Background: an optimization exercise with open tools, aiming at small area, a short achievable clock period and few clock cycles. Do not read the settings as production practice. No run shown here included a check of the RTL's function; only the layout flow was run.

==> flow/design.v, too long to show whole: its modules and the start of the top module <==
// module mac_dot: 1343 lines
// module mac_fa: 4 lines
// module mac_ha: 4 lines
// module mac_hai: 4 lines
// module mac_ppn: 3 lines
// module mac_ppa: 3 lines
// module mac_top: 94 lines
module mac_top (
    input  logic         CLK,
    input  logic         RSTN,
    input  logic [11:0]  mnt_i,        
    input  logic         start_i,
    output logic         done_o,
    output logic [3:0]   w_rd_o,       
    input  logic [63:0]  w_rdata_i,    
    output logic [3:0]   i_rd_o,       
    input  logic [63:0]  i_rdata_i,    
    output logic [68:0]  o_wr_o        
);
  // ...
==> flow/flow/run.sh <==
#!/bin/bash
# The standard layout with two changes:
#  - the smallest buffer on every port (repair_timing upsizes the ones on
#    critical paths)
#  - a clock tree of fewer, larger leaf clusters and no dummy loads
bash standard.sh \
  "BUFFER_PORTS_ARGS=-buffer_cell sky130_fd_sc_hd__buf_1" \
  "CTS_ARGS=-sink_clustering_enable -sink_clustering_size 24 -sink_clustering_max_diameter 80 -buf_list {sky130_fd_sc_hd__clkbuf_8 sky130_fd_sc_hd__clkbuf_16} -dont_use_dummy_load -repair_clock_nets" \
  finish > standard.log 2>&1
==> flow/standard.sh <==
#!/bin/bash
# synth_recipe.tcl (not shown) runs the flow's synth.tcl, then flattens the netlist and writes it again
# the make line also repeats each setting of config.mk as NAME=value (left out here)
make -C /OpenROAD-flow-scripts/flow DESIGN_CONFIG=/design/flow/config.mk WORK_HOME=/design/flow/orfs CLKGATE_MAP_FILE= SYNTH_SCRIPT=/design/flow/synth_recipe.tcl "${@:-finish}"
==> flow/config.mk <==
export PLATFORM = sky130hd
export DESIGN_NAME = mac_top
export DESIGN_NICKNAME = mac_top
export VERILOG_FILES = /design/flow/design.v
export SDC_FILE = /design/flow/constraint.sdc
export NUM_CORES = 4
export LEC_CHECK = 0
export CAP_MARGIN = 20
export CORE_MARGIN = 2
export CORE_UTILIZATION = 30
export SETUP_SLACK_MARGIN = 2.3
export SLEW_MARGIN = 20
export SYNTH_HIERARCHICAL = 1
==> flow/constraint.sdc <==
create_clock -name core_clock -period 5.5 [get_ports {CLK}]
set_input_delay 1.1000 -clock core_clock [delete_from_list [all_inputs] [get_ports {CLK}]]
set_output_delay 1.1000 -clock core_clock [all_outputs]
set_load 0.01 [all_outputs]
==> reports/metrics.yaml, run 1 <==
status: "complete, no violations"
numPlacedInstances: 1464
largest_register_ff_count: 64
synth_top_area_cell: "fa_1"
dp_slack_ns: 1.581
io_buffers: 150
cts_buffer_depth: 2
grt-ovfl-total: 0
wire_per_inst_um: 20.22
ioPinCount: 221
sh_seq_area: 0.2385
final.clkbuf_count: 17
startpoint: "dot_inst.c492_q1$_DFF_P_"
multiInputGateArea_sq_um: 7591
cpMostUsedCell: "fa_2"
layout.nonclk_buf_frac: 0.07540
clockRootBuffer: "clkbuf_16"
ff2ff_setup_slack_ns: 2.09
synth-xor-area-share: 0.02539
route.met2.wl_um: 13500
die_area_sq_um: 36670
n_antenna_cell: 0
clk_share: 0.03360
dpl-instance-area_sq_um: 11730
taps: 455
cp_top_family: "adder cells"
yosysUniqueCellTypes: 56
start_kind: "register"
grt_max_degree: 65
final_layout_size_suffix_gt1_frac: 0.1663
flops_and_latches: 147
area_growth_pct: 20.05
relSlewSlack: 0.4116
ys_seq_elements: 147
drt_first_iter_violations: 578
grt_use_met2: 0.2556
ctsHoldBuffers: 0
yosys-top-cells-count: "226 x fa_1, 205 x nand3_1, 136 x dfxtp_1, 56 x and3_1, 50 x nor2b_1"
worstSkewPairLatency_ns: 0.42
hold_start: "first_q[0]$_DFF_P_"
topRoutingLayerUsed: "met4"
==> run 2: changes to the inputs <==
==> flow/design.v (replaced) <==
`timescale 1ns/10ps
module mac_dot (
    input  logic        CLK,
    input  logic [31:0] x_i,      
    input  logic [31:0] w_i,
    input  logic [3:0]  mask_i,   
    output logic [15:0] dot_o
);
    logic [31:0] xm;      
    for (genvar n = 0; n < 4; n++) begin : g_mask
        assign xm[8*n +: 8] = x_i[8*n +: 8] & {8{mask_i[n]}};
    end
    logic pp1;
    logic pp2;
    logic pp3;
    logic pp4;
    logic pp5;
    logic pp6;
    logic pp7;
    logic pp8;
    logic pp9;
    logic pp10;
    logic pp11;
    logic pp12;
    logic pp13;
    logic pp14;
    logic pp15;
    logic pp16;
    logic pp17;
    logic pp18;
    logic pp19;
    logic pp20;
    logic pp21;
    logic pp22;
    logic pp23;
    logic pp24;
    logic pp25;
    logic pp26;
    logic pp27;
    logic pp28;
    logic pp29;
    logic pp30;
    logic pp31;
    logic pp32;
    logic pp33;
    logic pp34;
    logic pp35;
    logic pp36;
    logic pp37;
    logic pp38;
    logic pp39;
    logic pp40;
    logic pp41;
    logic pp42;
    logic pp43;
    logic pp44;
    logic pp45;
    logic pp46;
    logic pp47;
    logic pp48;
    logic pp49;
    logic pp50;
    logic pp51;
    logic pp52;
    logic pp53;
    logic pp54;
    logic pp55;
    logic pp56;
    logic pp57;
    logic pp58;
    logic pp59;
    logic pp60;
    logic pp61;
    logic pp62;
    logic pp63;
    logic pp64;
    logic pp65;
    logic pp66;
    logic pp67;
    logic pp68;
    logic pp69;
    logic pp70;
    logic pp71;
    logic pp72;
    logic pp73;
    logic pp74;
    logic pp75;
    logic pp76;
    logic pp77;
    logic pp78;
    logic pp79;
    logic pp80;
    logic pp81;
    logic pp82;
    logic pp83;
    logic pp84;
    logic pp85;
    logic pp86;
    logic pp87;
    logic pp88;
    logic pp89;
    logic pp90;
    logic pp91;
    logic pp92;
    logic pp93;
    logic pp94;
    logic pp95;
    logic pp96;
    logic pp97;
    logic pp98;
    logic pp99;
    logic pp100;
    logic pp101;
    logic pp102;
    logic pp103;
    logic pp104;
    logic pp105;
    logic pp106;
    logic pp107;
    logic pp108;
    logic pp109;
    logic pp110;
    logic pp111;
    logic pp112;
    logic pp113;
    logic pp114;
    logic pp115;
    logic pp116;
    logic pp117;
    logic pp118;
    logic pp119;
    logic pp120;
    logic pp121;
    logic pp122;
    logic pp123;
    logic pp124;
    logic pp125;
    logic pp126;
    logic pp127;
    logic pp128;
    logic pp129;
    logic pp130;
    logic pp131;
    logic pp132;
    logic pp133;
    logic pp134;
    logic pp135;
    logic pp136;
    logic pp137;
    logic pp138;
    logic pp139;
    logic pp140;
    logic pp141;
    logic pp142;
    logic pp143;
    logic pp144;
    logic pp145;
    logic pp146;
    logic pp147;
    logic pp148;
    logic pp149;
    logic pp150;
    logic pp151;
    logic pp152;
    logic pp153;
    logic pp154;
    logic pp155;
    logic pp156;
    logic pp157;
    logic pp158;
    logic pp159;
    logic pp160;
    logic pp161;
    logic pp162;
    logic pp163;
    logic pp164;
    logic pp165;
    logic pp166;
    logic pp167;
    logic pp168;
    logic pp169;
    logic pp170;
    logic pp171;
    logic pp172;
    logic pp173;
    logic pp174;
    logic pp175;
    logic pp176;
    logic pp177;
    logic pp178;
    logic pp179;
    logic pp180;
    logic pp181;
    logic pp182;
    logic pp183;
    logic pp184;
    logic pp185;
    logic pp186;
    logic pp187;
    logic pp188;
    logic pp189;
    logic pp190;
    logic pp191;
    logic pp192;
    logic pp193;
    logic pp194;
    logic pp195;
    logic pp196;
    logic pp197;
    logic pp198;
    logic pp199;
    logic pp200;
    logic pp201;
    logic pp202;
    logic pp203;
    logic pp204;
    logic pp205;
    logic pp206;
    logic pp207;
    logic pp208;
    logic pp209;
    logic pp210;
    logic pp211;
    logic pp212;
    logic pp213;
    logic pp214;
    logic pp215;
    logic pp216;
    logic pp217;
    logic pp218;
    logic pp219;
    logic pp220;
    logic pp221;
    logic pp222;
    logic pp223;
    logic pp224;
    logic pp225;
    logic pp226;
    logic pp227;
    logic pp228;
    logic pp229;
    logic pp230;
    logic pp231;
    logic pp232;
    logic pp233;
    logic pp234;
    logic pp235;
    logic pp236;
    logic pp237;
    logic pp238;
    logic pp239;
    logic pp240;
    logic pp241;
    logic pp242;
    logic pp243;
    logic pp244;
    logic pp245;
    logic pp246;
    logic pp247;
    logic pp248;
    logic pp249;
    logic pp250;
    logic pp251;
    logic pp252;
    logic pp253;
    logic pp254;
    logic pp255;
    logic pp256;
    logic s257;
    logic c258;
    logic s259;
    logic c260;
    logic s261;
    logic c262;
    logic s263;
    logic c264;
    logic s265;
    logic c266;
    logic s267;
    logic c268;
    logic s269;
    logic c270;
    logic s271;
    logic c272;
    logic s273;
    logic c274;
    logic s275;
    logic c276;
    logic s277;
    logic c278;
    logic s279;
    logic c280;
    logic s281;
    logic c282;
    logic s283;
    logic c284;
    logic s285;
    logic c286;
    logic s287;
    logic c288;
    logic s289;
    logic c290;
    logic s291;
    logic c292;
    logic s293;
    logic c294;
    logic s295;
    logic c296;
    logic s297;
    logic c298;
    logic s299;
    logic c300;
    logic s301;
    logic c302;
    logic s303;
    logic c304;
    logic s305;
    logic c306;
    logic s307;
    logic c308;
    logic s309;
    logic c310;
    logic s311;
    logic c312;
    logic s313;
    logic c314;
    logic s315;
    logic c316;
    logic s317;
    logic c318;
    logic s319;
    logic c320;
    logic s321;
    logic c322;
    logic s323;
    logic c324;
    logic s325;
    logic c326;
    logic s327;
    logic c328;
    logic s329;
    logic c330;
    logic s331;
    logic c332;
    logic s333;
    logic c334;
    logic s335;
    logic c336;
    logic s337;
    logic c338;
    logic s339;
    logic c340;
    logic s341;
    logic c342;
    logic s343;
    logic c344;
    logic s345;
    logic c346;
    logic s347;
    logic c348;
    logic s349;
    logic c350;
    logic s351;
    logic c352;
    logic s353;
    logic c354;
    logic s355;
    logic c356;
    logic s357;
    logic c358;
    logic s359;
    logic c360;
    logic s361;
    logic c362;
    logic s363;
    logic c364;
    logic s365;
    logic c366;
    logic s367;
    logic c368;
    logic s369;
    logic c370;
    logic s371;
    logic c372;
    logic s373;
    logic c374;
    logic s375;
    logic c376;
    logic s377;
    logic c378;
    logic s379;
    logic c380;
    logic s381;
    logic c382;
    logic s383;
    logic c384;
    logic s385;
    logic c386;
    logic s387;
    logic c388;
    logic s389;
    logic c390;
    logic s391;
    logic c392;
    logic s393;
    logic c394;
    logic s395;
    logic c396;
    logic s397;
    logic c398;
    logic s399;
    logic c400;
    logic s401;
    logic c402;
    logic s403;
    logic c404;
    logic s405;
    logic c406;
    logic s407;
    logic c408;
    logic s409;
    logic c410;
    logic s411;
    logic c412;
    logic s413;
    logic c414;
    logic s415;
    logic c416;
    logic s417;
    logic c418;
    logic s419;
    logic c420;
    logic s421;
    logic c422;
    logic s423;
    logic c424;
    logic s425;
    logic c426;
    logic s427;
    logic c428;
    logic s429;
    logic c430;
    logic s431;
    logic c432;
    logic s433;
    logic c434;
    logic s435;
    logic c436;
    logic s437;
    logic c438;
    logic s439;
    logic c440;
    logic s441;
    logic c442;
    logic s443;
    logic c444;
    logic s445;
    logic c446;
    logic s447;
    logic c448;
    logic s449;
    logic c450;
    logic s451;
    logic c452;
    logic s453;
    logic c454;
    logic s455;
    logic c456;
    logic s457;
    logic c458;
    logic s459;
    logic c460;
    logic s461;
    logic c462;
    logic s463;
    logic c464;
    logic s465;
    logic c466;
    logic s467;
    logic c468;
    logic s469;
    logic c470;
    logic s471;
    logic c472;
    logic s473;
    logic c474;
    logic s475;
    logic c476;
    logic s477;
    logic c478;
    logic s479;
    logic c480;
    logic s481;
    logic c482;
    logic s483;
    logic c484;
    logic s485;
    logic c486;
    logic s487;
    logic c488;
    logic s489;
    logic c490;
    logic s491;
    logic c492;
    logic s493;
    logic c494;
    logic s495;
    logic c496;
    logic s497;
    logic c498;
    logic s499;
    logic c500;
    logic s501;
    logic c502;
    logic s503;
    logic c504;
    logic s505;
    logic c506;
    logic s507;
    logic c508;
    logic s509;
    logic c510;
    logic s511;
    logic c512;
    logic s513;
    logic c514;
    logic s515;
    logic c516;
    logic s517;
    logic c518;
    logic s519;
    logic c520;
    logic s521;
    logic c522;
    logic s523;
    logic c524;
    logic s525;
    logic c526;
    logic s527;
    logic c528;
    logic s529;
    logic c530;
    logic s531;
    logic c532;
    logic s533;
    logic c534;
    logic s535;
    logic c536;
    logic s537;
    logic c538;
    logic s539;
    logic c540;
    logic s541;
    logic c542;
    logic s543;
    logic c544;
    logic s545;
    logic c546;
    logic s547;
    logic c548;
    logic s549;
    logic c550;
    logic s551;
    logic c552;
    logic s553;
    logic c554;
    logic s555;
    logic c556;
    logic s557;
    logic c558;
    logic s559;
    logic c560;
    logic s561;
    logic c562;
    logic s563;
    logic c564;
    logic s565;
    logic c566;
    logic s567;
    logic c568;
    logic s569;
    logic c570;
    logic s571;
    logic c572;
    logic s573;
    logic c574;
    logic s575;
    logic c576;
    logic s577;
    logic c578;
    logic s579;
    logic c580;
    logic s581;
    logic c582;
    logic s583;
    logic c584;
    logic s585;
    logic c586;
    logic s587;
    logic c588;
    logic s589;
    logic c590;
    logic s591;
    logic c592;
    logic s593;
    logic c594;
    logic s595;
    logic c596;
    logic s597;
    logic c598;
    logic s599;
    logic c600;
    logic s601;
    logic c602;
    logic s603;
    logic c604;
    logic s605;
    logic c606;
    logic s607;
    logic c608;
    logic s609;
    logic c610;
    logic s611;
    logic c612;
    logic s613;
    logic c614;
    logic s615;
    logic c616;
    logic s617;
    logic c618;
    logic s619;
    logic c620;
    logic s621;
    logic c622;
    logic s623;
    logic c624;
    logic s625;
    logic c626;
    logic s627;
    logic c628;
    logic s629;
    logic c630;
    logic s631;
    logic c632;
    logic s633;
    logic c634;
    logic s635;
    logic c636;
    logic s637;
    logic c638;
    logic s639;
    logic c640;
    logic s641;
    logic c642;
    logic s643;
    logic c644;
    logic s645;
    logic c646;
    logic s647;
    logic c648;
    logic s649;
    logic c650;
    logic s651;
    logic c652;
    logic s653;
    logic c654;
    logic s655;
    logic c656;
    logic s657;
    logic c658;
    logic s659;
    logic c660;
    logic s661;
    logic c662;
    logic s663;
    logic c664;
    logic s665;
    logic c666;
    logic s667;
    logic c668;
    logic s669;
    logic c670;
    logic s671;
    logic c672;
    logic s673;
    logic c674;
    logic s675;
    logic c676;
    logic s677;
    logic c678;
    logic s679;
    logic c680;
    logic s681;
    logic c682;
    logic s683;
    logic c684;
    logic s685;
    logic c686;
    logic s687;
    logic c688;
    logic s689;
    logic c690;
    logic s691;
    logic c692;
    logic s693;
    logic c694;
    logic s695;
    logic c696;
    logic s697;
    logic c698;
    logic s699;
    logic c700;
    logic s701;
    logic c702;
    logic s703;
    logic c704;
    logic s705;
    logic c706;
    logic s707;
    logic s708;
    logic s709;
    logic c710;
    logic s711;
    logic c712;
    logic s713;
    logic c714;
    logic s715;
    logic c716;
    logic s717;
    logic c718;
    logic s719;
    logic c720;
    logic s721;
    logic c722;
    logic s723;
    logic pp65_q1;
    logic s257_q1;
    logic s265_q1;
    logic s263_q1;
    logic s277_q1;
    logic s279_q1;
    logic c280_q1;
    logic s297_q1;
    logic s299_q1;
    logic s317_q1;
    logic s319_q1;
    logic c298_q1;
    logic c300_q1;
    logic s321_q1;
    logic s323_q1;
    logic s347_q1;
    logic c322_q1;
    logic c324_q1;
    logic s349_q1;
    logic s351_q1;
    logic s353_q1;
    logic s383_q1;
    logic c350_q1;
    logic c352_q1;
    logic c354_q1;
    logic s385_q1;
    logic s387_q1;
    logic s389_q1;
    logic s423_q1;
    logic c386_q1;
    logic c388_q1;
    logic s425_q1;
    logic c390_q1;
    logic s427_q1;
    logic s429_q1;
    logic s431_q1;
    logic c426_q1;
    logic c428_q1;
    logic c430_q1;
    logic s463_q1;
    logic c432_q1;
    logic s465_q1;
    logic s467_q1;
    logic s469_q1;
    logic s471_q1;
    logic s497_q1;
    logic c464_q1;
    logic c466_q1;
    logic c468_q1;
    logic c470_q1;
    logic s499_q1;
    logic c472_q1;
    logic s501_q1;
    logic s503_q1;
    logic s505_q1;
    logic s529_q1;
    logic c500_q1;
    logic c502_q1;
    logic c504_q1;
    logic s531_q1;
    logic c506_q1;
    logic s533_q1;
    logic s535_q1;
    logic s553_q1;
    logic c532_q1;
    logic c534_q1;
    logic s555_q1;
    logic c536_q1;
    logic s557_q1;
    logic s559_q1;
    logic s573_q1;
    logic c556_q1;
    logic c558_q1;
    logic c560_q1;
    logic s575_q1;
    logic s577_q1;
    logic s585_q1;
    logic c576_q1;
    logic s587_q1;
    logic c578_q1;
    logic s589_q1;
    logic s593_q1;
    logic c588_q1;
    logic c590_q1;
    logic s595_q1;
    logic c592_q1;
    logic c594_q1;
    logic c596_q1;
    logic pp65_q1_q2;
    logic s257_q1_q2;
    logic s263_q1_q2;
    logic s265_q1_q2;
    logic s277_q1_q2;
    logic s279_q1_q2;
    logic s597_q2;
    logic s603_q2;
    logic s611_q2;
    logic s621_q2;
    logic s633_q2;
    logic c622_q2;
    logic c632_q2;
    logic c634_q2;
    logic s645_q2;
    logic c646_q2;
    logic s659_q2;
    logic s669_q2;
    logic c660_q2;
    logic s671_q2;
    logic s679_q2;
    logic c672_q2;
    logic s681_q2;
    logic c682_q2;
    logic s691_q2;
    logic c692_q2;
    logic s699_q2;
    logic c700_q2;
    logic s705_q2;
    logic s708_q2;
    logic c706_q2;
    assign pp1 = ~(xm[0] & w_i[0]);
    assign pp2 = ~(xm[0] & w_i[1]);
    assign pp3 = ~(xm[0] & w_i[2]);
    assign pp4 = ~(xm[0] & w_i[3]);
    assign pp5 = ~(xm[0] & w_i[4]);
    assign pp6 = ~(xm[0] & w_i[5]);
    assign pp7 = ~(xm[0] & w_i[6]);
    assign pp8 = xm[0] & w_i[7];
    assign pp9 = ~(xm[1] & w_i[0]);
    assign pp10 = ~(xm[1] & w_i[1]);
    assign pp11 = ~(xm[1] & w_i[2]);
    assign pp12 = ~(xm[1] & w_i[3]);
    assign pp13 = ~(xm[1] & w_i[4]);
    assign pp14 = ~(xm[1] & w_i[5]);
    assign pp15 = ~(xm[1] & w_i[6]);
    assign pp16 = xm[1] & w_i[7];
    assign pp17 = ~(xm[2] & w_i[0]);
    assign pp18 = ~(xm[2] & w_i[1]);
    assign pp19 = ~(xm[2] & w_i[2]);
    assign pp20 = ~(xm[2] & w_i[3]);
    assign pp21 = ~(xm[2] & w_i[4]);
    assign pp22 = ~(xm[2] & w_i[5]);
    assign pp23 = ~(xm[2] & w_i[6]);
    assign pp24 = xm[2] & w_i[7];
    assign pp25 = ~(xm[3] & w_i[0]);
    assign pp26 = ~(xm[3] & w_i[1]);
    assign pp27 = ~(xm[3] & w_i[2]);
    assign pp28 = ~(xm[3] & w_i[3]);
    assign pp29 = ~(xm[3] & w_i[4]);
    assign pp30 = ~(xm[3] & w_i[5]);
    assign pp31 = ~(xm[3] & w_i[6]);
    assign pp32 = xm[3] & w_i[7];
    assign pp33 = ~(xm[4] & w_i[0]);
    assign pp34 = ~(xm[4] & w_i[1]);
    assign pp35 = ~(xm[4] & w_i[2]);
    assign pp36 = ~(xm[4] & w_i[3]);
    assign pp37 = ~(xm[4] & w_i[4]);
    assign pp38 = ~(xm[4] & w_i[5]);
    assign pp39 = ~(xm[4] & w_i[6]);
    assign pp40 = xm[4] & w_i[7];
    assign pp41 = ~(xm[5] & w_i[0]);
    assign pp42 = ~(xm[5] & w_i[1]);
    assign pp43 = ~(xm[5] & w_i[2]);
    assign pp44 = ~(xm[5] & w_i[3]);
    assign pp45 = ~(xm[5] & w_i[4]);
    assign pp46 = ~(xm[5] & w_i[5]);
    assign pp47 = ~(xm[5] & w_i[6]);
    assign pp48 = xm[5] & w_i[7];
    assign pp49 = ~(xm[6] & w_i[0]);
    assign pp50 = ~(xm[6] & w_i[1]);
    assign pp51 = ~(xm[6] & w_i[2]);
    assign pp52 = ~(xm[6] & w_i[3]);
    assign pp53 = ~(xm[6] & w_i[4]);
    assign pp54 = ~(xm[6] & w_i[5]);
    assign pp55 = ~(xm[6] & w_i[6]);
    assign pp56 = xm[6] & w_i[7];
    assign pp57 = xm[7] & w_i[0];
    assign pp58 = xm[7] & w_i[1];
    assign pp59 = xm[7] & w_i[2];
    assign pp60 = xm[7] & w_i[3];
    assign pp61 = xm[7] & w_i[4];
    assign pp62 = xm[7] & w_i[5];
    assign pp63 = xm[7] & w_i[6];
    assign pp64 = ~(xm[7] & w_i[7]);
    assign pp65 = ~(xm[8] & w_i[8]);
    assign pp66 = ~(xm[8] & w_i[9]);
    assign pp67 = ~(xm[8] & w_i[10]);
    assign pp68 = ~(xm[8] & w_i[11]);
    assign pp69 = ~(xm[8] & w_i[12]);
    assign pp70 = ~(xm[8] & w_i[13]);
    assign pp71 = ~(xm[8] & w_i[14]);
    assign pp72 = xm[8] & w_i[15];
    assign pp73 = ~(xm[9] & w_i[8]);
    assign pp74 = ~(xm[9] & w_i[9]);
    assign pp75 = ~(xm[9] & w_i[10]);
    assign pp76 = ~(xm[9] & w_i[11]);
    assign pp77 = ~(xm[9] & w_i[12]);
    assign pp78 = ~(xm[9] & w_i[13]);
    assign pp79 = ~(xm[9] & w_i[14]);
    assign pp80 = xm[9] & w_i[15];
    assign pp81 = ~(xm[10] & w_i[8]);
    assign pp82 = ~(xm[10] & w_i[9]);
    assign pp83 = ~(xm[10] & w_i[10]);
    assign pp84 = ~(xm[10] & w_i[11]);
    assign pp85 = ~(xm[10] & w_i[12]);
    assign pp86 = ~(xm[10] & w_i[13]);
    assign pp87 = ~(xm[10] & w_i[14]);
    assign pp88 = xm[10] & w_i[15];
    assign pp89 = ~(xm[11] & w_i[8]);
    assign pp90 = ~(xm[11] & w_i[9]);
    assign pp91 = ~(xm[11] & w_i[10]);
    assign pp92 = ~(xm[11] & w_i[11]);
    assign pp93 = ~(xm[11] & w_i[12]);
    assign pp94 = ~(xm[11] & w_i[13]);
    assign pp95 = ~(xm[11] & w_i[14]);
    assign pp96 = xm[11] & w_i[15];
    assign pp97 = ~(xm[12] & w_i[8]);
    assign pp98 = ~(xm[12] & w_i[9]);
    assign pp99 = ~(xm[12] & w_i[10]);
    assign pp100 = ~(xm[12] & w_i[11]);
    assign pp101 = ~(xm[12] & w_i[12]);
    assign pp102 = ~(xm[12] & w_i[13]);
    assign pp103 = ~(xm[12] & w_i[14]);
    assign pp104 = xm[12] & w_i[15];
    assign pp105 = ~(xm[13] & w_i[8]);
    assign pp106 = ~(xm[13] & w_i[9]);
    assign pp107 = ~(xm[13] & w_i[10]);
    assign pp108 = ~(xm[13] & w_i[11]);
    assign pp109 = ~(xm[13] & w_i[12]);
    assign pp110 = ~(xm[13] & w_i[13]);
    assign pp111 = ~(xm[13] & w_i[14]);
    assign pp112 = xm[13] & w_i[15];
    assign pp113 = ~(xm[14] & w_i[8]);
    assign pp114 = ~(xm[14] & w_i[9]);
    assign pp115 = ~(xm[14] & w_i[10]);
    assign pp116 = ~(xm[14] & w_i[11]);
    assign pp117 = ~(xm[14] & w_i[12]);
    assign pp118 = ~(xm[14] & w_i[13]);
    assign pp119 = ~(xm[14] & w_i[14]);
    assign pp120 = xm[14] & w_i[15];
    assign pp121 = xm[15] & w_i[8];
    assign pp122 = xm[15] & w_i[9];
    assign pp123 = xm[15] & w_i[10];
    assign pp124 = xm[15] & w_i[11];
    assign pp125 = xm[15] & w_i[12];
    assign pp126 = xm[15] & w_i[13];
    assign pp127 = xm[15] & w_i[14];
    assign pp128 = ~(xm[15] & w_i[15]);
    assign pp129 = ~(xm[16] & w_i[16]);
    assign pp130 = ~(xm[16] & w_i[17]);
    assign pp131 = ~(xm[16] & w_i[18]);
    assign pp132 = ~(xm[16] & w_i[19]);
    assign pp133 = ~(xm[16] & w_i[20]);
    assign pp134 = ~(xm[16] & w_i[21]);
    assign pp135 = ~(xm[16] & w_i[22]);
    assign pp136 = xm[16] & w_i[23];
    assign pp137 = ~(xm[17] & w_i[16]);
    assign pp138 = ~(xm[17] & w_i[17]);
    assign pp139 = ~(xm[17] & w_i[18]);
    assign pp140 = ~(xm[17] & w_i[19]);
    assign pp141 = ~(xm[17] & w_i[20]);
    assign pp142 = ~(xm[17] & w_i[21]);
    assign pp143 = ~(xm[17] & w_i[22]);
    assign pp144 = xm[17] & w_i[23];
    assign pp145 = ~(xm[18] & w_i[16]);
    assign pp146 = ~(xm[18] & w_i[17]);
    assign pp147 = ~(xm[18] & w_i[18]);
    assign pp148 = ~(xm[18] & w_i[19]);
    assign pp149 = ~(xm[18] & w_i[20]);
    assign pp150 = ~(xm[18] & w_i[21]);
    assign pp151 = ~(xm[18] & w_i[22]);
    assign pp152 = xm[18] & w_i[23];
    assign pp153 = ~(xm[19] & w_i[16]);
    assign pp154 = ~(xm[19] & w_i[17]);
    assign pp155 = ~(xm[19] & w_i[18]);
    assign pp156 = ~(xm[19] & w_i[19]);
    assign pp157 = ~(xm[19] & w_i[20]);
    assign pp158 = ~(xm[19] & w_i[21]);
    assign pp159 = ~(xm[19] & w_i[22]);
    assign pp160 = xm[19] & w_i[23];
    assign pp161 = ~(xm[20] & w_i[16]);
    assign pp162 = ~(xm[20] & w_i[17]);
    assign pp163 = ~(xm[20] & w_i[18]);
    assign pp164 = ~(xm[20] & w_i[19]);
    assign pp165 = ~(xm[20] & w_i[20]);
    assign pp166 = ~(xm[20] & w_i[21]);
    assign pp167 = ~(xm[20] & w_i[22]);
    assign pp168 = xm[20] & w_i[23];
    assign pp169 = ~(xm[21] & w_i[16]);
    assign pp170 = ~(xm[21] & w_i[17]);
    assign pp171 = ~(xm[21] & w_i[18]);
    assign pp172 = ~(xm[21] & w_i[19]);
    assign pp173 = ~(xm[21] & w_i[20]);
    assign pp174 = ~(xm[21] & w_i[21]);
    assign pp175 = ~(xm[21] & w_i[22]);
    assign pp176 = xm[21] & w_i[23];
    assign pp177 = ~(xm[22] & w_i[16]);
    assign pp178 = ~(xm[22] & w_i[17]);
    assign pp179 = ~(xm[22] & w_i[18]);
    assign pp180 = ~(xm[22] & w_i[19]);
    assign pp181 = ~(xm[22] & w_i[20]);
    assign pp182 = ~(xm[22] & w_i[21]);
    assign pp183 = ~(xm[22] & w_i[22]);
    assign pp184 = xm[22] & w_i[23];
    assign pp185 = xm[23] & w_i[16];
    assign pp186 = xm[23] & w_i[17];
    assign pp187 = xm[23] & w_i[18];
    assign pp188 = xm[23] & w_i[19];
    assign pp189 = xm[23] & w_i[20];
    assign pp190 = xm[23] & w_i[21];
    assign pp191 = xm[23] & w_i[22];
    assign pp192 = ~(xm[23] & w_i[23]);
    assign pp193 = ~(xm[24] & w_i[24]);
    assign pp194 = ~(xm[24] & w_i[25]);
    assign pp195 = ~(xm[24] & w_i[26]);
    assign pp196 = ~(xm[24] & w_i[27]);
    assign pp197 = ~(xm[24] & w_i[28]);
    assign pp198 = ~(xm[24] & w_i[29]);
    assign pp199 = ~(xm[24] & w_i[30]);
    assign pp200 = xm[24] & w_i[31];
    assign pp201 = ~(xm[25] & w_i[24]);
    assign pp202 = ~(xm[25] & w_i[25]);
    assign pp203 = ~(xm[25] & w_i[26]);
    assign pp204 = ~(xm[25] & w_i[27]);
    assign pp205 = ~(xm[25] & w_i[28]);
    assign pp206 = ~(xm[25] & w_i[29]);
    assign pp207 = ~(xm[25] & w_i[30]);
    assign pp208 = xm[25] & w_i[31];
    assign pp209 = ~(xm[26] & w_i[24]);
    assign pp210 = ~(xm[26] & w_i[25]);
    assign pp211 = ~(xm[26] & w_i[26]);
    assign pp212 = ~(xm[26] & w_i[27]);
    assign pp213 = ~(xm[26] & w_i[28]);
    assign pp214 = ~(xm[26] & w_i[29]);
    assign pp215 = ~(xm[26] & w_i[30]);
    assign pp216 = xm[26] & w_i[31];
    assign pp217 = ~(xm[27] & w_i[24]);
    assign pp218 = ~(xm[27] & w_i[25]);
    assign pp219 = ~(xm[27] & w_i[26]);
    assign pp220 = ~(xm[27] & w_i[27]);
    assign pp221 = ~(xm[27] & w_i[28]);
    assign pp222 = ~(xm[27] & w_i[29]);
    assign pp223 = ~(xm[27] & w_i[30]);
    assign pp224 = xm[27] & w_i[31];
    assign pp225 = ~(xm[28] & w_i[24]);
    assign pp226 = ~(xm[28] & w_i[25]);
    assign pp227 = ~(xm[28] & w_i[26]);
    assign pp228 = ~(xm[28] & w_i[27]);
    assign pp229 = ~(xm[28] & w_i[28]);
    assign pp230 = ~(xm[28] & w_i[29]);
    assign pp231 = ~(xm[28] & w_i[30]);
    assign pp232 = xm[28] & w_i[31];
    assign pp233 = ~(xm[29] & w_i[24]);
    assign pp234 = ~(xm[29] & w_i[25]);
    assign pp235 = ~(xm[29] & w_i[26]);
    assign pp236 = ~(xm[29] & w_i[27]);
    assign pp237 = ~(xm[29] & w_i[28]);
    assign pp238 = ~(xm[29] & w_i[29]);
    assign pp239 = ~(xm[29] & w_i[30]);
    assign pp240 = xm[29] & w_i[31];
    assign pp241 = ~(xm[30] & w_i[24]);
    assign pp242 = ~(xm[30] & w_i[25]);
    assign pp243 = ~(xm[30] & w_i[26]);
    assign pp244 = ~(xm[30] & w_i[27]);
    assign pp245 = ~(xm[30] & w_i[28]);
    assign pp246 = ~(xm[30] & w_i[29]);
    assign pp247 = ~(xm[30] & w_i[30]);
    assign pp248 = xm[30] & w_i[31];
    assign pp249 = xm[31] & w_i[24];
    assign pp250 = xm[31] & w_i[25];
    assign pp251 = xm[31] & w_i[26];
    assign pp252 = xm[31] & w_i[27];
    assign pp253 = xm[31] & w_i[28];
    assign pp254 = xm[31] & w_i[29];
    assign pp255 = xm[31] & w_i[30];
    assign pp256 = ~(xm[31] & w_i[31]);
    mac_fa u_s257 (.a(pp1), .b(pp129), .c(pp193), .s(s257), .co(c258));
    mac_fa u_s259 (.a(pp130), .b(pp137), .c(pp194), .s(s259), .co(c260));
    mac_fa u_s261 (.a(pp2), .b(pp201), .c(pp66), .s(s261), .co(c262));
    mac_fa u_s263 (.a(pp73), .b(pp9), .c(c258), .s(s263), .co(c264));
    mac_hai u_s265 (.a(s259), .b(s261), .s(s265), .co(c266));
    mac_fa u_s267 (.a(pp10), .b(pp131), .c(pp138), .s(s267), .co(c268));
    mac_fa u_s269 (.a(pp145), .b(pp17), .c(pp195), .s(s269), .co(c270));
    mac_fa u_s271 (.a(pp202), .b(pp209), .c(pp3), .s(s271), .co(c272));
    mac_fa u_s273 (.a(pp67), .b(pp74), .c(pp81), .s(s273), .co(c274));
    mac_fa u_s275 (.a(c260), .b(c262), .c(s267), .s(s275), .co(c276));
    mac_fa u_s277 (.a(s269), .b(s271), .c(s273), .s(s277), .co(c278));
    mac_fa u_s279 (.a(c266), .b(c264), .c(s275), .s(s279), .co(c280));
    mac_fa u_s281 (.a(pp11), .b(pp132), .c(pp139), .s(s281), .co(c282));
    mac_fa u_s283 (.a(pp146), .b(pp153), .c(pp18), .s(s283), .co(c284));
    mac_fa u_s285 (.a(pp196), .b(pp203), .c(pp210), .s(s285), .co(c286));
    mac_fa u_s287 (.a(pp217), .b(pp25), .c(pp4), .s(s287), .co(c288));
    mac_fa u_s289 (.a(pp68), .b(pp75), .c(pp82), .s(s289), .co(c290));
    mac_fa u_s291 (.a(pp89), .b(c268), .c(c270), .s(s291), .co(c292));
    mac_fa u_s293 (.a(c272), .b(c274), .c(s281), .s(s293), .co(c294));
    mac_fa u_s295 (.a(s283), .b(s285), .c(s287), .s(s295), .co(c296));
    mac_fa u_s297 (.a(s289), .b(c276), .c(c278), .s(s297), .co(c298));
    mac_fa u_s299 (.a(s291), .b(s293), .c(s295), .s(s299), .co(c300));
    mac_fa u_s301 (.a(pp12), .b(pp133), .c(pp140), .s(s301), .co(c302));
    mac_fa u_s303 (.a(pp147), .b(pp154), .c(pp161), .s(s303), .co(c304));
    mac_fa u_s305 (.a(pp19), .b(pp197), .c(pp204), .s(s305), .co(c306));
    mac_fa u_s307 (.a(pp211), .b(pp218), .c(pp225), .s(s307), .co(c308));
    mac_fa u_s309 (.a(pp26), .b(pp33), .c(pp5), .s(s309), .co(c310));
    mac_fa u_s311 (.a(pp69), .b(pp76), .c(pp83), .s(s311), .co(c312));
    mac_fa u_s313 (.a(pp90), .b(pp97), .c(c282), .s(s313), .co(c314));
    mac_fa u_s315 (.a(c284), .b(c286), .c(c288), .s(s315), .co(c316));
    mac_fa u_s317 (.a(c290), .b(s301), .c(s303), .s(s317), .co(c318));
    mac_fa u_s319 (.a(s305), .b(s307), .c(s309), .s(s319), .co(c320));
    mac_fa u_s321 (.a(s311), .b(c292), .c(c294), .s(s321), .co(c322));
    mac_fa u_s323 (.a(c296), .b(s313), .c(s315), .s(s323), .co(c324));
    mac_fa u_s325 (.a(pp105), .b(pp13), .c(pp134), .s(s325), .co(c326));
    mac_fa u_s327 (.a(pp141), .b(pp148), .c(pp155), .s(s327), .co(c328));
    mac_fa u_s329 (.a(pp162), .b(pp169), .c(pp198), .s(s329), .co(c330));
    mac_fa u_s331 (.a(pp20), .b(pp205), .c(pp212), .s(s331), .co(c332));
    mac_fa u_s333 (.a(pp219), .b(pp226), .c(pp233), .s(s333), .co(c334));
    mac_fa u_s335 (.a(pp27), .b(pp34), .c(pp41), .s(s335), .co(c336));
    mac_fa u_s337 (.a(pp6), .b(pp70), .c(pp77), .s(s337), .co(c338));
    mac_fa u_s339 (.a(pp84), .b(pp91), .c(pp98), .s(s339), .co(c340));
    mac_fa u_s341 (.a(c302), .b(c304), .c(c306), .s(s341), .co(c342));
    mac_fa u_s343 (.a(c308), .b(c310), .c(c312), .s(s343), .co(c344));
    mac_fa u_s345 (.a(s325), .b(s327), .c(s329), .s(s345), .co(c346));
    mac_fa u_s347 (.a(s331), .b(s333), .c(s335), .s(s347), .co(c348));
    mac_fa u_s349 (.a(s337), .b(s339), .c(c314), .s(s349), .co(c350));
    mac_fa u_s351 (.a(c316), .b(c318), .c(c320), .s(s351), .co(c352));
    mac_fa u_s353 (.a(s341), .b(s343), .c(s345), .s(s353), .co(c354));
    mac_fa u_s355 (.a(pp106), .b(pp113), .c(pp135), .s(s355), .co(c356));
    mac_fa u_s357 (.a(pp14), .b(pp142), .c(pp149), .s(s357), .co(c358));
    mac_fa u_s359 (.a(pp156), .b(pp163), .c(pp170), .s(s359), .co(c360));
    mac_fa u_s361 (.a(pp177), .b(pp199), .c(pp206), .s(s361), .co(c362));
    mac_fa u_s363 (.a(pp21), .b(pp213), .c(pp220), .s(s363), .co(c364));
    mac_fa u_s365 (.a(pp227), .b(pp234), .c(pp241), .s(s365), .co(c366));
    mac_fa u_s367 (.a(pp28), .b(pp35), .c(pp42), .s(s367), .co(c368));
    mac_fa u_s369 (.a(pp49), .b(pp7), .c(pp71), .s(s369), .co(c370));
    mac_fa u_s371 (.a(pp78), .b(pp85), .c(pp92), .s(s371), .co(c372));
    mac_fa u_s373 (.a(pp99), .b(c326), .c(c328), .s(s373), .co(c374));
    mac_fa u_s375 (.a(c330), .b(c332), .c(c334), .s(s375), .co(c376));
    mac_fa u_s377 (.a(c336), .b(c338), .c(c340), .s(s377), .co(c378));
    mac_fa u_s379 (.a(s355), .b(s357), .c(s359), .s(s379), .co(c380));
    mac_fa u_s381 (.a(s361), .b(s363), .c(s365), .s(s381), .co(c382));
    mac_fa u_s383 (.a(s367), .b(s369), .c(s371), .s(s383), .co(c384));
    mac_fa u_s385 (.a(c342), .b(c344), .c(c346), .s(s385), .co(c386));
    mac_fa u_s387 (.a(c348), .b(s373), .c(s375), .s(s387), .co(c388));
    mac_fa u_s389 (.a(s377), .b(s379), .c(s381), .s(s389), .co(c390));
    mac_fa u_s391 (.a(pp100), .b(pp107), .c(pp114), .s(s391), .co(c392));
    mac_fa u_s393 (.a(pp121), .b(pp136), .c(pp143), .s(s393), .co(c394));
    mac_fa u_s395 (.a(pp15), .b(pp150), .c(pp157), .s(s395), .co(c396));
    mac_fa u_s397 (.a(pp164), .b(pp171), .c(pp178), .s(s397), .co(c398));
    mac_fa u_s399 (.a(pp185), .b(pp200), .c(pp207), .s(s399), .co(c400));
    mac_fa u_s401 (.a(pp214), .b(pp22), .c(pp221), .s(s401), .co(c402));
    mac_fa u_s403 (.a(pp228), .b(pp235), .c(pp242), .s(s403), .co(c404));
    mac_fa u_s405 (.a(pp249), .b(pp29), .c(pp36), .s(s405), .co(c406));
    mac_fa u_s407 (.a(pp43), .b(pp50), .c(pp57), .s(s407), .co(c408));
    mac_fa u_s409 (.a(pp72), .b(pp79), .c(pp8), .s(s409), .co(c410));
    mac_fa u_s411 (.a(pp86), .b(pp93), .c(c356), .s(s411), .co(c412));
    mac_fa u_s413 (.a(c358), .b(c360), .c(c362), .s(s413), .co(c414));
    mac_fa u_s415 (.a(c364), .b(c366), .c(c368), .s(s415), .co(c416));
    mac_fa u_s417 (.a(c370), .b(c372), .c(s391), .s(s417), .co(c418));
    mac_fa u_s419 (.a(s393), .b(s395), .c(s397), .s(s419), .co(c420));
    mac_fa u_s421 (.a(s399), .b(s401), .c(s403), .s(s421), .co(c422));
    mac_fa u_s423 (.a(s405), .b(s407), .c(s409), .s(s423), .co(c424));
    mac_fa u_s425 (.a(c374), .b(c376), .c(c378), .s(s425), .co(c426));
    mac_fa u_s427 (.a(c380), .b(c382), .c(c384), .s(s427), .co(c428));
    mac_fa u_s429 (.a(s411), .b(s413), .c(s415), .s(s429), .co(c430));
    mac_fa u_s431 (.a(s417), .b(s419), .c(s421), .s(s431), .co(c432));
    mac_fa u_s433 (.a(pp101), .b(pp108), .c(pp115), .s(s433), .co(c434));
    mac_fa u_s435 (.a(pp122), .b(pp144), .c(pp151), .s(s435), .co(c436));
    mac_fa u_s437 (.a(pp158), .b(pp16), .c(pp165), .s(s437), .co(c438));
    mac_fa u_s439 (.a(pp172), .b(pp179), .c(pp186), .s(s439), .co(c440));
    mac_fa u_s441 (.a(pp208), .b(pp215), .c(pp222), .s(s441), .co(c442));
    mac_fa u_s443 (.a(pp229), .b(pp23), .c(pp236), .s(s443), .co(c444));
    mac_fa u_s445 (.a(pp243), .b(pp250), .c(pp30), .s(s445), .co(c446));
    mac_fa u_s447 (.a(pp37), .b(pp44), .c(pp51), .s(s447), .co(c448));
    mac_fa u_s449 (.a(pp58), .b(pp80), .c(pp87), .s(s449), .co(c450));
    mac_fa u_s451 (.a(pp94), .b(c392), .c(c394), .s(s451), .co(c452));
    mac_fa u_s453 (.a(c396), .b(c398), .c(c400), .s(s453), .co(c454));
    mac_fa u_s455 (.a(c402), .b(c404), .c(c406), .s(s455), .co(c456));
    mac_fa u_s457 (.a(c408), .b(c410), .c(s433), .s(s457), .co(c458));
    mac_fa u_s459 (.a(s435), .b(s437), .c(s439), .s(s459), .co(c460));
    mac_fa u_s461 (.a(s441), .b(s443), .c(s445), .s(s461), .co(c462));
    mac_fa u_s463 (.a(s447), .b(s449), .c(c412), .s(s463), .co(c464));
    mac_fa u_s465 (.a(c414), .b(c416), .c(c418), .s(s465), .co(c466));
    mac_fa u_s467 (.a(c420), .b(c422), .c(c424), .s(s467), .co(c468));
    mac_fa u_s469 (.a(s451), .b(s453), .c(s455), .s(s469), .co(c470));
    mac_fa u_s471 (.a(s457), .b(s459), .c(s461), .s(s471), .co(c472));
    mac_fa u_s473 (.a(pp102), .b(pp109), .c(pp116), .s(s473), .co(c474));
    mac_fa u_s475 (.a(pp123), .b(pp152), .c(pp159), .s(s475), .co(c476));
    mac_fa u_s477 (.a(pp166), .b(pp173), .c(pp180), .s(s477), .co(c478));
    mac_fa u_s479 (.a(pp187), .b(pp216), .c(pp223), .s(s479), .co(c480));
    mac_fa u_s481 (.a(pp230), .b(pp237), .c(pp24), .s(s481), .co(c482));
    mac_fa u_s483 (.a(pp244), .b(pp251), .c(pp31), .s(s483), .co(c484));
    mac_fa u_s485 (.a(pp38), .b(pp45), .c(pp52), .s(s485), .co(c486));
    mac_fa u_s487 (.a(pp59), .b(pp88), .c(pp95), .s(s487), .co(c488));
    mac_fa u_s489 (.a(c434), .b(c436), .c(c438), .s(s489), .co(c490));
    mac_fa u_s491 (.a(c440), .b(c442), .c(c444), .s(s491), .co(c492));
    mac_fa u_s493 (.a(c446), .b(c448), .c(c450), .s(s493), .co(c494));
    mac_fa u_s495 (.a(s473), .b(s475), .c(s477), .s(s495), .co(c496));
    mac_fa u_s497 (.a(s479), .b(s481), .c(s483), .s(s497), .co(c498));
    mac_fa u_s499 (.a(s485), .b(s487), .c(c452), .s(s499), .co(c500));
    mac_fa u_s501 (.a(c454), .b(c456), .c(c458), .s(s501), .co(c502));
    mac_fa u_s503 (.a(c460), .b(c462), .c(s489), .s(s503), .co(c504));
    mac_fa u_s505 (.a(s491), .b(s493), .c(s495), .s(s505), .co(c506));
    mac_ha u_s507 (.a(pp103), .b(pp110), .s(s507), .co(c508));
    mac_fa u_s509 (.a(pp117), .b(pp124), .c(pp160), .s(s509), .co(c510));
    mac_fa u_s511 (.a(pp167), .b(pp174), .c(pp181), .s(s511), .co(c512));
    mac_fa u_s513 (.a(pp188), .b(pp224), .c(pp231), .s(s513), .co(c514));
    mac_fa u_s515 (.a(pp238), .b(pp245), .c(pp252), .s(s515), .co(c516));
    mac_fa u_s517 (.a(pp32), .b(pp39), .c(pp46), .s(s517), .co(c518));
    mac_fa u_s519 (.a(pp53), .b(pp60), .c(pp96), .s(s519), .co(c520));
    mac_fa u_s521 (.a(s507), .b(c474), .c(c476), .s(s521), .co(c522));
    mac_fa u_s523 (.a(c478), .b(c480), .c(c482), .s(s523), .co(c524));
    mac_fa u_s525 (.a(c484), .b(c486), .c(c488), .s(s525), .co(c526));
    mac_fa u_s527 (.a(s509), .b(s511), .c(s513), .s(s527), .co(c528));
    mac_fa u_s529 (.a(s515), .b(s517), .c(s519), .s(s529), .co(c530));
    mac_fa u_s531 (.a(c490), .b(c492), .c(c494), .s(s531), .co(c532));
    mac_fa u_s533 (.a(c496), .b(c498), .c(s521), .s(s533), .co(c534));
    mac_fa u_s535 (.a(s523), .b(s525), .c(s527), .s(s535), .co(c536));
    mac_fa u_s537 (.a(pp104), .b(pp111), .c(pp118), .s(s537), .co(c538));
    mac_fa u_s539 (.a(pp125), .b(pp168), .c(pp175), .s(s539), .co(c540));
    mac_fa u_s541 (.a(pp182), .b(pp189), .c(pp232), .s(s541), .co(c542));
    mac_fa u_s543 (.a(pp239), .b(pp246), .c(pp253), .s(s543), .co(c544));
    mac_fa u_s545 (.a(pp40), .b(pp47), .c(pp54), .s(s545), .co(c546));
    mac_fa u_s547 (.a(pp61), .b(c508), .c(c510), .s(s547), .co(c548));
    mac_fa u_s549 (.a(c512), .b(c514), .c(c516), .s(s549), .co(c550));
    mac_fa u_s551 (.a(c518), .b(c520), .c(s537), .s(s551), .co(c552));
    mac_fa u_s553 (.a(s539), .b(s541), .c(s543), .s(s553), .co(c554));
    mac_fa u_s555 (.a(s545), .b(c522), .c(c524), .s(s555), .co(c556));
    mac_fa u_s557 (.a(c526), .b(c528), .c(c530), .s(s557), .co(c558));
    mac_fa u_s559 (.a(s547), .b(s549), .c(s551), .s(s559), .co(c560));
    mac_fa u_s561 (.a(pp112), .b(pp119), .c(pp126), .s(s561), .co(c562));
    mac_fa u_s563 (.a(pp176), .b(pp183), .c(pp190), .s(s563), .co(c564));
    mac_fa u_s565 (.a(pp240), .b(pp247), .c(pp254), .s(s565), .co(c566));
    mac_fa u_s567 (.a(pp48), .b(pp55), .c(pp62), .s(s567), .co(c568));
    mac_fa u_s569 (.a(c538), .b(c540), .c(c542), .s(s569), .co(c570));
    mac_fa u_s571 (.a(c544), .b(c546), .c(s561), .s(s571), .co(c572));
    mac_fa u_s573 (.a(s563), .b(s565), .c(s567), .s(s573), .co(c574));
    mac_fa u_s575 (.a(c548), .b(c550), .c(c552), .s(s575), .co(c576));
    mac_fa u_s577 (.a(c554), .b(s569), .c(s571), .s(s577), .co(c578));
    mac_fa u_s579 (.a(pp120), .b(pp127), .c(pp184), .s(s579), .co(c580));
    mac_fa u_s581 (.a(pp191), .b(pp248), .c(pp255), .s(s581), .co(c582));
    mac_fa u_s583 (.a(pp56), .b(pp63), .c(c562), .s(s583), .co(c584));
    mac_fa u_s585 (.a(c564), .b(c566), .c(c568), .s(s585), .co(c586));
    mac_fa u_s587 (.a(s579), .b(s581), .c(c570), .s(s587), .co(c588));
    mac_fa u_s589 (.a(c572), .b(c574), .c(s583), .s(s589), .co(c590));
    mac_fa u_s591 (.a(pp128), .b(pp192), .c(pp256), .s(s591), .co(c592));
    mac_fa u_s593 (.a(pp64), .b(c580), .c(c582), .s(s593), .co(c594));
    mac_fa u_s595 (.a(s591), .b(c584), .c(c586), .s(s595), .co(c596));
    mac_fa u_s597 (.a(c280_q1), .b(s297_q1), .c(s299_q1), .s(s597), .co(c598));
    mac_fa u_s599 (.a(c298_q1), .b(c300_q1), .c(s317_q1), .s(s599), .co(c600));
    mac_fa u_s601 (.a(s319_q1), .b(s321_q1), .c(s323_q1), .s(s601), .co(c602));
    mac_fa u_s603 (.a(c598), .b(s599), .c(s601), .s(s603), .co(c604));
    mac_fa u_s605 (.a(c322_q1), .b(c324_q1), .c(s347_q1), .s(s605), .co(c606));
    mac_fa u_s607 (.a(s349_q1), .b(s351_q1), .c(s353_q1), .s(s607), .co(c608));
    mac_fa u_s609 (.a(c600), .b(c602), .c(s605), .s(s609), .co(c610));
    mac_fa u_s611 (.a(s607), .b(c604), .c(s609), .s(s611), .co(c612));
    mac_fa u_s613 (.a(c350_q1), .b(c352_q1), .c(c354_q1), .s(s613), .co(c614));
    mac_fa u_s615 (.a(s383_q1), .b(s385_q1), .c(s387_q1), .s(s615), .co(c616));
    mac_fa u_s617 (.a(s389_q1), .b(c606), .c(c608), .s(s617), .co(c618));
    mac_fa u_s619 (.a(s613), .b(s615), .c(c610), .s(s619), .co(c620));
    mac_fa u_s621 (.a(s617), .b(c612), .c(s619), .s(s621), .co(c622));
    mac_fa u_s623 (.a(c386_q1), .b(c388_q1), .c(c390_q1), .s(s623), .co(c624));
    mac_fa u_s625 (.a(s423_q1), .b(s425_q1), .c(s427_q1), .s(s625), .co(c626));
    mac_fa u_s627 (.a(s429_q1), .b(s431_q1), .c(c614), .s(s627), .co(c628));
    mac_fa u_s629 (.a(c616), .b(s623), .c(s625), .s(s629), .co(c630));
    mac_fa u_s631 (.a(c618), .b(s627), .c(s629), .s(s631), .co(c632));
    mac_hai u_s633 (.a(c620), .b(s631), .s(s633), .co(c634));
    mac_fa u_s635 (.a(c426_q1), .b(c428_q1), .c(c430_q1), .s(s635), .co(c636));
    mac_fa u_s637 (.a(c432_q1), .b(s463_q1), .c(s465_q1), .s(s637), .co(c638));
    mac_fa u_s639 (.a(s467_q1), .b(s469_q1), .c(s471_q1), .s(s639), .co(c640));
    mac_fa u_s641 (.a(c624), .b(c626), .c(s635), .s(s641), .co(c642));
    mac_fa u_s643 (.a(s637), .b(s639), .c(c628), .s(s643), .co(c644));
    mac_fa u_s645 (.a(c630), .b(s641), .c(s643), .s(s645), .co(c646));
    mac_fa u_s647 (.a(c464_q1), .b(c466_q1), .c(c468_q1), .s(s647), .co(c648));
    mac_fa u_s649 (.a(c470_q1), .b(c472_q1), .c(s497_q1), .s(s649), .co(c650));
    mac_fa u_s651 (.a(s499_q1), .b(s501_q1), .c(s503_q1), .s(s651), .co(c652));
    mac_fa u_s653 (.a(s505_q1), .b(c636), .c(c638), .s(s653), .co(c654));
    mac_fa u_s655 (.a(c640), .b(s647), .c(s649), .s(s655), .co(c656));
    mac_fa u_s657 (.a(s651), .b(c642), .c(s653), .s(s657), .co(c658));
    mac_fa u_s659 (.a(s655), .b(c644), .c(s657), .s(s659), .co(c660));
    mac_fa u_s661 (.a(c500_q1), .b(c502_q1), .c(c504_q1), .s(s661), .co(c662));
    mac_fa u_s663 (.a(c506_q1), .b(s529_q1), .c(s531_q1), .s(s663), .co(c664));
    mac_fa u_s665 (.a(s533_q1), .b(s535_q1), .c(c648), .s(s665), .co(c666));
    mac_fa u_s667 (.a(c650), .b(c652), .c(s661), .s(s667), .co(c668));
    mac_fa u_s669 (.a(s663), .b(c654), .c(c656), .s(s669), .co(c670));
    mac_fa u_s671 (.a(s665), .b(s667), .c(c658), .s(s671), .co(c672));
    mac_fa u_s673 (.a(c532_q1), .b(c534_q1), .c(c536_q1), .s(s673), .co(c674));
    mac_fa u_s675 (.a(s553_q1), .b(s555_q1), .c(s557_q1), .s(s675), .co(c676));
    mac_fa u_s677 (.a(s559_q1), .b(c662), .c(c664), .s(s677), .co(c678));
    mac_fa u_s679 (.a(s673), .b(s675), .c(c666), .s(s679), .co(c680));
    mac_fa u_s681 (.a(c668), .b(s677), .c(c670), .s(s681), .co(c682));
    mac_fa u_s683 (.a(c556_q1), .b(c558_q1), .c(c560_q1), .s(s683), .co(c684));
    mac_fa u_s685 (.a(s573_q1), .b(s575_q1), .c(s577_q1), .s(s685), .co(c686));
    mac_fa u_s687 (.a(c674), .b(c676), .c(s683), .s(s687), .co(c688));
    mac_fa u_s689 (.a(s685), .b(c678), .c(s687), .s(s689), .co(c690));
    mac_hai u_s691 (.a(c680), .b(s689), .s(s691), .co(c692));
    mac_fa u_s693 (.a(c576_q1), .b(c578_q1), .c(s585_q1), .s(s693), .co(c694));
    mac_fa u_s695 (.a(s587_q1), .b(s589_q1), .c(c684), .s(s695), .co(c696));
    mac_fa u_s697 (.a(c686), .b(s693), .c(c688), .s(s697), .co(c698));
    mac_fa u_s699 (.a(s695), .b(c690), .c(s697), .s(s699), .co(c700));
    mac_fa u_s701 (.a(c588_q1), .b(c590_q1), .c(s593_q1), .s(s701), .co(c702));
    mac_fa u_s703 (.a(s595_q1), .b(c694), .c(s701), .s(s703), .co(c704));
    mac_fa u_s705 (.a(c696), .b(s703), .c(c698), .s(s705), .co(c706));
    assign s707 = c592_q1 ^ c594_q1 ^ c596_q1;
    assign s708 = c702 ^ s707 ^ c704;
    mac_fa u_s709 (.a(c632_q2), .b(c634_q2), .c(s645_q2), .s(s709), .co(c710));
    mac_hai u_s711 (.a(c646_q2), .b(s659_q2), .s(s711), .co(c712));
    mac_fa u_s713 (.a(c660_q2), .b(s669_q2), .c(s671_q2), .s(s713), .co(c714));
    mac_fa u_s715 (.a(c672_q2), .b(s679_q2), .c(s681_q2), .s(s715), .co(c716));
    mac_hai u_s717 (.a(c682_q2), .b(s691_q2), .s(s717), .co(c718));
    mac_hai u_s719 (.a(c692_q2), .b(s699_q2), .s(s719), .co(c720));
    mac_hai u_s721 (.a(c700_q2), .b(s705_q2), .s(s721), .co(c722));
    assign s723 = c706_q2 ^ s708_q2 ^ c722;
    always_ff @(posedge CLK) begin
        pp65_q1 <= pp65;
        s257_q1 <= s257;
        s265_q1 <= s265;
        s263_q1 <= s263;
        s277_q1 <= s277;
        s279_q1 <= s279;
        c280_q1 <= c280;
        s297_q1 <= s297;
        s299_q1 <= s299;
        s317_q1 <= s317;
        s319_q1 <= s319;
        c298_q1 <= c298;
        c300_q1 <= c300;
        s321_q1 <= s321;
        s323_q1 <= s323;
        s347_q1 <= s347;
        c322_q1 <= c322;
        c324_q1 <= c324;
        s349_q1 <= s349;
        s351_q1 <= s351;
        s353_q1 <= s353;
        s383_q1 <= s383;
        c350_q1 <= c350;
        c352_q1 <= c352;
        c354_q1 <= c354;
        s385_q1 <= s385;
        s387_q1 <= s387;
        s389_q1 <= s389;
        s423_q1 <= s423;
        c386_q1 <= c386;
        c388_q1 <= c388;
        s425_q1 <= s425;
        c390_q1 <= c390;
        s427_q1 <= s427;
        s429_q1 <= s429;
        s431_q1 <= s431;
        c426_q1 <= c426;
        c428_q1 <= c428;
        c430_q1 <= c430;
        s463_q1 <= s463;
        c432_q1 <= c432;
        s465_q1 <= s465;
        s467_q1 <= s467;
        s469_q1 <= s469;
        s471_q1 <= s471;
        s497_q1 <= s497;
        c464_q1 <= c464;
        c466_q1 <= c466;
        c468_q1 <= c468;
        c470_q1 <= c470;
        s499_q1 <= s499;
        c472_q1 <= c472;
        s501_q1 <= s501;
        s503_q1 <= s503;
        s505_q1 <= s505;
        s529_q1 <= s529;
        c500_q1 <= c500;
        c502_q1 <= c502;
        c504_q1 <= c504;
        s531_q1 <= s531;
        c506_q1 <= c506;
        s533_q1 <= s533;
        s535_q1 <= s535;
        s553_q1 <= s553;
        c532_q1 <= c532;
        c534_q1 <= c534;
        s555_q1 <= s555;
        c536_q1 <= c536;
        s557_q1 <= s557;
        s559_q1 <= s559;
        s573_q1 <= s573;
        c556_q1 <= c556;
        c558_q1 <= c558;
        c560_q1 <= c560;
        s575_q1 <= s575;
        s577_q1 <= s577;
        s585_q1 <= s585;
        c576_q1 <= c576;
        s587_q1 <= s587;
        c578_q1 <= c578;
        s589_q1 <= s589;
        s593_q1 <= s593;
        c588_q1 <= c588;
        c590_q1 <= c590;
        s595_q1 <= s595;
        c592_q1 <= c592;
        c594_q1 <= c594;
        c596_q1 <= c596;
        pp65_q1_q2 <= pp65_q1;
        s257_q1_q2 <= s257_q1;
        s263_q1_q2 <= s263_q1;
        s265_q1_q2 <= s265_q1;
        s277_q1_q2 <= s277_q1;
        s279_q1_q2 <= s279_q1;
        s597_q2 <= s597;
        s603_q2 <= s603;
        s611_q2 <= s611;
        s621_q2 <= s621;
        s633_q2 <= s633;
        c622_q2 <= c622;
        c632_q2 <= c632;
        c634_q2 <= c634;
        s645_q2 <= s645;
        c646_q2 <= c646;
        s659_q2 <= s659;
        s669_q2 <= s669;
        c660_q2 <= c660;
        s671_q2 <= s671;
        s679_q2 <= s679;
        c672_q2 <= c672;
        s681_q2 <= s681;
        c682_q2 <= c682;
        s691_q2 <= s691;
        c692_q2 <= c692;
        s699_q2 <= s699;
        c700_q2 <= c700;
        s705_q2 <= s705;
        s708_q2 <= s708;
        c706_q2 <= c706;
    end
    logic [15:0] ra, rb;
    assign ra = {s723, c720, c718, s717, c714, c712, s711, s709, c622_q2, s621_q2, s611_q2, s603_q2, s597_q2, s277_q1_q2, s263_q1_q2, pp65_q1_q2};
    assign rb = {1'b1, s721, s719, c716, s715, s713, c710, 1'b1, s633_q2, 1'b1, 1'b1, 1'b1, 1'b1, s279_q1_q2, s265_q1_q2, s257_q1_q2};
    assign dot_o = ~(ra + rb + 16'd1);
endmodule
module mac_fa (input logic a, b, c, output logic s, co);
    assign s  = a ^ b ^ c;
    assign co = (a & b) | (a & c) | (b & c);
endmodule
module mac_ha (input logic a, b, output logic s, co);
    assign s  = a ^ b;
    assign co = a & b;
endmodule
module mac_hai (input logic a, b, output logic s, co);
    assign s  = ~(a ^ b);
    assign co = a | b;
endmodule
`timescale 1ns/10ps
module mac_top (
    input  logic         CLK,
    input  logic         RSTN,
    input  logic [11:0]  mnt_i,        
    input  logic         start_i,
    output logic         done_o,
    output logic [3:0]   w_rd_o,       
    input  logic [63:0]  w_rdata_i,    
    output logic [3:0]   i_rd_o,       
    input  logic [63:0]  i_rdata_i,    
    output logic [68:0]  o_wr_o        
);
    localparam int LAT = 2;        
    logic [3:0] m_dim, n_dim, t_dim;
    assign m_dim = mnt_i[11:8];
    assign n_dim = mnt_i[7:4];
    assign t_dim = mnt_i[3:0];
    logic        active_q;     
    logic        busy_q;       
    logic [1:0]  lane_q;       
    logic [2:0]  row_q;        
    logic [LAT:0] wl_q;        
    logic [LAT:0] fin_q;       
    logic [LAT:0] first_q;     
    logic [3:0]   mask_q;      
    logic [63:0] acc_q;        
    logic        wen_q;
    logic [2:0]  waddr_q;      
    logic        done_q;
    logic        accept, rd_valid, first, lastl, fin;
    logic [1:0]  mlast;
    assign accept   = start_i && !active_q;
    assign mlast    = (n_dim == 4'd0) ? 2'd0 : m_dim[1:0] - 2'd1;
    assign rd_valid = busy_q || (accept && mlast == 2'd3);     
    assign first    = (lane_q == mlast);
    assign lastl    = (lane_q == 2'd0);
    assign fin      = lastl && ({1'b0, row_q} == t_dim - 4'd1);
    always_ff @(posedge CLK or negedge RSTN) begin
        if (!RSTN) begin
            active_q <= 1'b0;
            busy_q   <= 1'b0;
            lane_q   <= 2'd3;
            row_q    <= 3'd0;
            wl_q     <= '0;
            fin_q    <= '0;
            wen_q    <= 1'b0;
            done_q   <= 1'b0;
        end else begin
            active_q <= accept || (active_q && !done_q);
            wl_q     <= {wl_q[LAT-1:0], rd_valid && lastl};
            fin_q    <= {fin_q[LAT-1:0], rd_valid && fin};
            wen_q    <= wl_q[LAT];
            done_q   <= fin_q[LAT];
            if (rd_valid) begin
                busy_q <= !fin;
                if (fin) begin
                    lane_q <= 2'd3;
                    row_q  <= 3'd0;
                end else if (lastl) begin
                    lane_q <= mlast;
                    row_q  <= row_q + 3'd1;
                end else begin
                    lane_q <= lane_q - 2'd1;
                end
            end else if (accept) begin
                busy_q <= 1'b1;
                lane_q <= mlast;
            end
        end
    end
    always_ff @(posedge CLK) begin
        first_q  <= {first_q[LAT-1:0], first};
        waddr_q  <= active_q ? waddr_q + {2'b00, wen_q} : 3'd0;
        for (int n = 0; n < 4; n++) mask_q[n] <= (n_dim > n);
    end
    logic [31:0] x_b, w_b;             
    logic [15:0] dot;
    for (genvar n = 0; n < 4; n++) begin : g_byte
        assign x_b[8*n +: 8] = i_rdata_i[63-8*n -: 8];
        assign w_b[8*n +: 8] = w_rdata_i[63-8*n -: 8];
    end
    mac_dot dot_inst (
        .CLK    (CLK),
        .x_i    (x_b),
        .w_i    (w_b),
        .mask_i (mask_q),
        .dot_o  (dot)
    );
    always_ff @(posedge CLK) begin
        acc_q[63:48] <= dot;
        acc_q[47:0]  <= first_q[LAT] ? 48'd0 : acc_q[63:16];
    end
    assign w_rd_o = {1'b1, 1'b0, lane_q};
    assign i_rd_o = {1'b1, row_q};
    assign o_wr_o = {wen_q, waddr_q, 1'b0, acc_q};
    assign done_o = done_q;
endmodule
==> flow/config.mk (replaced) <==
export PLATFORM = sky130hd
export DESIGN_NAME = mac_top
export DESIGN_NICKNAME = mac_top
export VERILOG_FILES = /design/flow/design.v
export SDC_FILE = /design/flow/constraint.sdc
export NUM_CORES = 4
export LEC_CHECK = 0
export CAP_MARGIN = 20
export CORE_MARGIN = 2
export CORE_UTILIZATION = 30
export SETUP_SLACK_MARGIN = 3.0
export SLEW_MARGIN = 20
export SYNTH_HIERARCHICAL = 1
==> reports/metrics.yaml, run 2 <==
vias: 7701
yosysUniqueCellTypes: 59  # +5.4%
drtAntennaViolNets: 0
synth-xor-area-share: 0.01679  # -0.008600
ys_seq_area_frac: 0.3535
synth_edf_count: 0
grt_max_degree: 49  # -25%
crit_type: "in -> reg"
setup_tns_ns: 0
synth.area.mux_share: 0.002607
die_area_sq_um: 41610  # +13%
synth_top_area_cell: "fa_1"
critPathRequiredTime_ns: 5.88
path_clk_slew_ns: 0.09
grt_first_pass_wirelength_um: 46950
die_w_um: 204.0
final_common_cell: "dfxtp_1"
relSlewSlack: 0.4393  # +0.02768
grt_pass1_vias: 8233
crit_fanout: 5
area_growth_pct: 23.15
syn_area_per_cell_sq_um: 11.59
status: "complete, no violations"
largest-register: "acc_q"
yosys-top-cells-count: "225 x fa_1, 208 x nand2_1, 193 x dfxtp_1, 57 x clkbuf_1, 56 x and3_1"
fin_nets: 1553
drt_first_iter_violations: 478  # -17%
drtPass1Iterations: 5
reg2reg_from: "mask_q[0]$_DFF_P_"
die_h_um: 204.0
cts_buffer_depth: 3  # +1
wire_per_inst_um: 18.12  # -10%
ctsHoldBuffers: 0  # unchanged
n_antenna_cell: 0  # unchanged
synthAdderAreaFrac: 0.3994
largest_register_ff_count: 64  # unchanged
final_layout_size_suffix_gt1_frac: 0.3526  # +0.1862
arrival_ns: 3.08
cts_tree: "built"
hold_start: "wl_q[1]$_DFF_PN0_"
max_cap_viol_count: 0
grtUsageTotal: 0.1498
io_buffers: 150  # unchanged
dp_hpwl_um: 24840
startpoint: "i_rdata_i[58]"
rr_worst_depth: 7
ys_seq_elements: 208  # +41%
layout_common_cells: "188 x dfxtp_1, 134 x fa_2, 115 x nand2_1, 93 x buf_1, 91 x fa_1"
rsz0062_at_grt: "yes"
syn_area_sq_um: 12000
period_minus_slack_ns: 2.695
antenna_found_initial: 0
crit_path_end_kind: "register"
synth_area_leaders: "fa_1 38%, dfxtp_1 32%, nand2_1 6.5%"
grt-ovfl-total: 0  # unchanged
worstSkewPairLatency_ns: 0.50  # +0.08 ns
start_kind: "input pin"
netlist_instances: 1035
clockRootBuffer: "clkbuf_16"
final_cells: 1685
hold_depth: 0
gp_congestion: 0.9535
numPlacedInstances: 1635  # +12%
tightest_slew_ns: 0.8410
synthDominantCellAreaShare: 0.3754
cts_inserted_buffers: 15
coreArea_sq_um: 39640
ioPinCount: 221  # unchanged
==> run 2: cell types whose count changed in the layout (fill, tap and decap cells not counted), moves of 12 or more <==
cell      previous run  this run
inv_1               25        38
dfxtp_1            129       188
and2_4               0        28
nand2_4              0        37
nand2_2              0        56
fa_1               194        91
fa_2                32       134
and3_4               6        19
nand2_1              7       115
nand3_1            194         8
clkbuf_4            16         3
buf_4               24        36
and3_1              50        37
==> run 2: modules after synthesis, one instance, submodules excluded <==
module	flip-flops and latches	cells inside	times used
mac_dot	119	556	1
mac_top	89	219	1
mac_hai	0	5	7
mac_ha	0	1	1
mac_fa	0	1	224
==> run 2: path summary, 6_finish.rpt <==
kind                                             to  slack [ns]
max                        dot_inst.s299_q1$_DFF_P_        2.81
min in group asynchronous        fin_q[2]$_DFF_PN0_        0.67
max reg2reg                dot_inst.s299_q1$_DFF_P_        2.86
min                               wl_q[2]$_DFF_PN0_        0.31
min reg2reg                       wl_q[2]$_DFF_PN0_        0.31
max in group asynchronous         wl_q[1]$_DFF_PN0_        4.28
==> run 2: layout make-up <==
type                            count  area, sq um
Fill cell                        3875        24860
Multi-Input combinational cell    714         8225
Sequential cell                   208         4253
Timing Repair Buffer              185         1124
Tap cell                          525        656.9
Clock buffer                       15        375.4
Inverter                           38        142.6
==> run 2: kinds of logic (layout without fill, tap and decap cells) <==
family	after synthesis	after routing
buf+inv	115	238
xor+xnor	23	23
compound gates	46	46
mux	3	3
other cells	2	4
simple gates	390	390
fa+ha+maj	248	248
flops	208	208
==> run 2: critical path, stage by stage <==
cell	delay (ns)
buf_6	0.08
and2_4	0.21
buf_6	0.11
buf_6	0.10
nand2_4	0.05
fa_2	0.43
fa_2	0.56
fa_2	0.43
==> run 2: stage by stage <==
step | setup WS [ns] | area, sq um | hold WS (ns)
3_3_place_gp | 1.901 | 13530 | 0.3110
3_5_place_dp | 1.902 | 13530 | 0.3143
4_1_cts | 2.858 | 14310 | 0.3083
5_1_grt | 2.810 | 14780 | 0.3084
2_1_floorplan | 2.502 | 12990 | 0.3096
6_report | 2.805 | 14780 | 0.3143
==> run 2: timing repair <==
item,4_1_cts,5_1_grt
setup buffers,16,19
setup endpoints to repair,73,45
pin swaps,57,71
gates resized for setup,141,91
==> run 2: routing by layer <==
layer | global-route usage | wire, um | vias up
met5 | 0 | 0 | -
met4 | 0.04917 | 1028 | 0
met3 | 0.03540 | 2484 | 63
met2 | 0.2456 | 14270 | 341
met1 | 0.1954 | 12740 | 3873
li1 | - | - | 3424

[afterwards: timing with drivers on the ports]
No port has a modelled driver above. Below, the same layouts with a new extraction and two added sets of constraints. Step 1 assumes that a clkbuf_16 drives the clock port and a buf_2 every other input. Step 2 also shifts input and output timing later by t, the mid clock arrival at the registers, as if the neighbouring blocks saw the same clock. Slacks: ideal ports / drivers / drivers and shift; pairs: ideal ports / drivers.
| run | t, ns | setup WS [ns] |
|---|---|---|
| run 1 | 0.449 | 2.088 / 2.088 / 1.854 |
| run 2 | 0.519 | 2.805 / 2.818 / 2.299 |
After both steps setup and hold are still met in every run listed.
